Context: an optimization exercise on an open-source flow, tuned for small area and a short achievable clock period. The choices shown serve that exercise and are no tape-out recipe.
Function was checked by simulation only, so behaviour that the tests miss may differ from the original.
No driver is modelled on the clock port, so clocking that relies on it looks cheaper here than on a real chip.
No activity file was given, so power comes from the tool's default toggle rates.

## xenon
// cache_top
module cache_top
(
	input  logic                     clk,
	input  logic                     reset,
	input  logic [32-1:0] address,
	input  logic                     read_signal,
	input  logic                     write_signal,
	input  logic [64-1:0]  write_data,
	output logic                     hit,
	output logic                     read_hit,
	output logic                     write_hit,
	output logic                     halt_hit,
	output logic [8-1:0] read_data
);
export LEC_CHECK = 0
export CAP_MARGIN = 20
export CORE_MARGIN = 2
export CORE_UTILIZATION = 60
export CTS_BUF_LIST = sky130_fd_sc_hd__clkbuf_16
export CTS_CLUSTER_DIAMETER = 70
export CTS_CLUSTER_SIZE = 24
export SETUP_SLACK_MARGIN = 5
export SLEW_MARGIN = 20
export SYNTH_HIERARCHICAL = 1
export TNS_END_PERCENT = 10
create_clock -name core_clock -period 13.0 [get_ports {clk}]
standard.sh (not shown) runs the stock make flow with config.mk's settings and CLKGATE_MAP_FILE= SYNTH_SCRIPT=/design/flow/synth_recipe.tcl, a recipe that flattens the netlist after the stock synthesis.
==> flow/flow/run.sh <==
#!/bin/bash
# Own layout flow: the standard ORFS flow (standard.sh, with the standard
# synthesis unchanged) with extra ORFS settings for the layout steps:
#  - MATCH_CELL_FOOTPRINT=0 lets the resizer swap a cell for any cell of the
#    same function, not only cells of the same footprint.
#  - POST_CTS_TCL (post_cts.tcl here) upsizes the gates that drive the
#    output buffers and runs one more timing repair after CTS.
#  - BUFFER_PORTS_ARGS places the port buffers as plain buffers; by default
#    they are delay cells (clkdlybuf4s50_1), which the footprint rule then
#    keeps slow on the paths from the inputs and to the outputs.
# Each tool's output goes to its log under orfs/logs; make's own output goes
# to flow_make.log in this folder.
set -euo pipefail
cd "$(dirname "$0")/.."
bash standard.sh MATCH_CELL_FOOTPRINT=0 \
	"BUFFER_PORTS_ARGS=-buffer_cell sky130_fd_sc_hd__buf_6" \
	"POST_CTS_TCL=$PWD/flow/post_cts.tcl" \
	finish > flow_make.log 2>&1
Other scripts of this flow, unchanged in this note and not shown: flow/flow/post_cts.tcl
### xenon -> ember
diff --git a/flow/design.v b/flow/design.v
--- a/flow/design.v
+++ b/flow/design.v
@@ -53,25 +53,25 @@
 endmodule
 module cache_way
 (
 	input  logic                                     clk,
 	input  logic [32-1:0]                 address,
 	input  logic [8-1:0]                 offset_sel_n,
 	input  logic                                     valid,
 	input  logic                                     valid_r,
 	input  logic [8-1:0]                   write_enable,
 	input  cache_pkg::cache_line_t                   write_data,
 	output logic                                     match_n,
 	output logic                                     match_hn,
-	output logic [1:0]                               match_rn,
+	output logic                                     match_rn,
 	output logic                                     halt_match,
 	output logic [8-1:0][1:0]            byte_none
 );
 	localparam int KEY_W = 22 + 4;
 	localparam int NBYTE = 64 / 8;
 	logic [3-1:0]  index;
 	logic [KEY_W-1:0]           addr_key;
 	logic [KEY_W-1:0]           key_q  [8];
 	cache_pkg::cache_line_t     line_q [8];
 	logic [8-1:0]     set_sel_n;
 	logic [KEY_W-1:0]           eq;
 	logic [3-1:0]  index_n;
@@ -134,26 +134,25 @@
 		logic [2:0] l2;
 		for (genvar i = 0; i < 8; i++)
 		begin : g_l1
 			g_nand3 u (.a(eq[3*i]), .b(eq[3*i+1]), .c(eq[3*i+2]), .y(l1[i]));
 		end
 		g_nand2 u_l1_last (.a(eq[24]), .b(eq[25]), .y(l1[8]));
 		for (genvar i = 0; i < 3; i++)
 		begin : g_l2
 			g_nor3 u (.a(l1[3*i]), .b(l1[3*i+1]), .c(l1[3*i+2]), .y(l2[i]));
 		end
 		g_nand4 u_match   (.a(l2[0]), .b(l2[1]), .c(l2[2]), .d(valid),   .y(match_n));
 		g_nand4 u_match_h (.a(l2[0]), .b(l2[1]), .c(l2[2]), .d(valid),   .y(match_hn));
-		g_nand4 u_match_r0 (.a(l2[0]), .b(l2[1]), .c(l2[2]), .d(valid_r), .y(match_rn[0]));
-		g_nand4 u_match_r1 (.a(l2[0]), .b(l2[1]), .c(l2[2]), .d(valid_r), .y(match_rn[1]));
+		g_nand4 u_match_r (.a(l2[0]), .b(l2[1]), .c(l2[2]), .d(valid_r), .y(match_rn));
 	endgenerate
 	generate
 		logic halt_eq_n;
 		logic valid_n;
 		g_nand4 u_halt_eq (.a(eq[0]), .b(eq[1]), .c(eq[2]), .d(eq[3]), .y(halt_eq_n));
 		g_inv   u_valid_n (.a(valid), .y(valid_n));
 		g_nor2  u_halt    (.a(halt_eq_n), .b(valid_n), .y(halt_match));
 	endgenerate
 	logic [64-1:0] line_n;
 	generate
 		for (genvar i = 0; i < 64; i++)
 		begin : g_line
@@ -255,25 +254,25 @@
 					state_q[s] <= state_d;
 				end
 			end
 		end
 	endgenerate
 endmodule
 `default_nettype wire
 `timescale 1ns/1ps
 `default_nettype none
 module hit_select
 (
 	input  logic [8-1:0]                     match_hn,
-	input  logic [8-1:0][1:0]                match_rn,
+	input  logic [8-1:0]                     match_rn,
 	input  logic [8-1:0]                     halt_match,
 	input  logic [8-1:0][8-1:0][1:0] byte_none,
 	input  logic                                       read_signal,
 	input  logic                                       write_signal,
 	output logic                                       hit,
 	output logic                                       read_hit,
 	output logic                                       write_hit,
 	output logic                                       halt_hit,
 	output logic [8-1:0]                   read_data
 );
 	logic [1:0] hit_half;
 	logic       hit_n;
@@ -293,25 +292,25 @@
 		begin : g_halt_pair
 			g_nor2 u (.a(halt_match[2*i]), .b(halt_match[2*i+1]), .y(halt_pair_n[i]));
 		end
 	endgenerate
 	g_nand4 u_halt_hit (.a(halt_pair_n[0]), .b(halt_pair_n[1]), .c(halt_pair_n[2]), .d(halt_pair_n[3]), .y(halt_hit));
 	generate
 		for (genvar b = 0; b < 8; b++)
 		begin : g_bit
 			logic [8-1:0] way_bit;
 			logic [3:0]             pair_n;
 			for (genvar w = 0; w < 8; w++)
 			begin : g_way
-				g_a21oi u (.a1(byte_none[w][b][0]), .a2(byte_none[w][b][1]), .b1(match_rn[w][b / 4]), .y(way_bit[w]));
+				g_a21oi u (.a1(byte_none[w][b][0]), .a2(byte_none[w][b][1]), .b1(match_rn[w]), .y(way_bit[w]));
 			end
 			for (genvar i = 0; i < 4; i++)
 			begin : g_pair
 				g_nor2 u (.a(way_bit[2*i]), .b(way_bit[2*i+1]), .y(pair_n[i]));
 			end
 			g_nand4 u_or (.a(pair_n[0]), .b(pair_n[1]), .c(pair_n[2]), .d(pair_n[3]), .y(read_data[b]));
 		end
 	endgenerate
 endmodule
 `default_nettype wire
 `timescale 1ns/1ps
 `default_nettype none
@@ -327,25 +326,25 @@
 	output logic                     read_hit,
 	output logic                     write_hit,
 	output logic                     halt_hit,
 	output logic [8-1:0] read_data
 );
 	localparam int NBYTE = 64 / 8;
 	logic [8-1:0]  way_match;
 	logic [8-1:0]  way_match_n;
 	logic [8-1:0]  way_valid_r;
 	logic [8-1:0]  way_halt_match;
 	logic [8-1:0]  way_valid;
 	logic [8-1:0]  way_touched;
-	logic [8-1:0][1:0] way_match_rn;
+	logic [8-1:0]  way_match_rn;
 	logic [8-1:0]  way_match_hn;
 	logic                    hit_int;
 	logic [8-1:0][8-1:0][1:0] way_byte_none;
 	logic [3-1:0]  index;
 	logic [3-1:0] offset;
 	logic [8-1:0]     set_sel;
 	logic [NBYTE-1:0]           offset_sel_n;
 	logic                    access;
 	logic                    store;
 	assign index  = address[3 +: 3];
 	assign offset = address[3-1:0];
 	assign access = read_signal || write_signal;
--- outcome ---
Changes observed in ember relative to xenon: count of clock buffers in the final design went up 8; utilization ~0 delta.
Looking at post-route minimum period across both flows, ember is the stronger of the two, with xenon trailing.
read_data[5] as the endpoint of the worst setup timing path was reported by xenon, and read_data[6] by ember.
Looking at ember and xenon, the share of the final layout cell area in sequential cells is a wash.
~same placement-stage cell area in ember and xenon
ember vs. xenon: maximum ir drop on the vdd rail now smaller; pre-CTS worst setup slack now smaller; floorplan die area comparable; number of standard cells after synthesis comparable.
Against xenon, ember comes in 2 lower on critical path depth.
On fraction of power spent switching nets, ember tracks xenon almost exactly.
| non-clock buffer count | higher: xenon |
ember ends up with higher highest net fanout along the worst path than xenon does.

## what the ideal ports hide
The flow's constraints put no driver on any port. The routed layouts listed below were extracted and timed again, unchanged, in two steps.
Step 1, drivers: a clkbuf_16 drives clk and a buf_2 each remaining input, both assumed.
Step 2 also shifts input and output timing later by t, the mid clock arrival at the registers, as if the neighbouring blocks saw the same clock.
a / b / c = no drivers / after step 1 / after step 2; a / b = the first two.
| run | shift t [ns] | slack for setup (ns) | worst register clock-pin slew, ns |
|---|---|---|---|
| xenon | 1.087 | 4.427 / 3.863 / 3.365 | 0.11 / 0.11 |
| ember | 1.096 | 4.476 / 3.969 / 3.589 | 0.10 / 0.10 |
After both steps setup and hold are still met in every run listed. The setup slack of xenon, which loses most, moves by -0.564 ns with the drivers and by -1.062 ns with both steps.
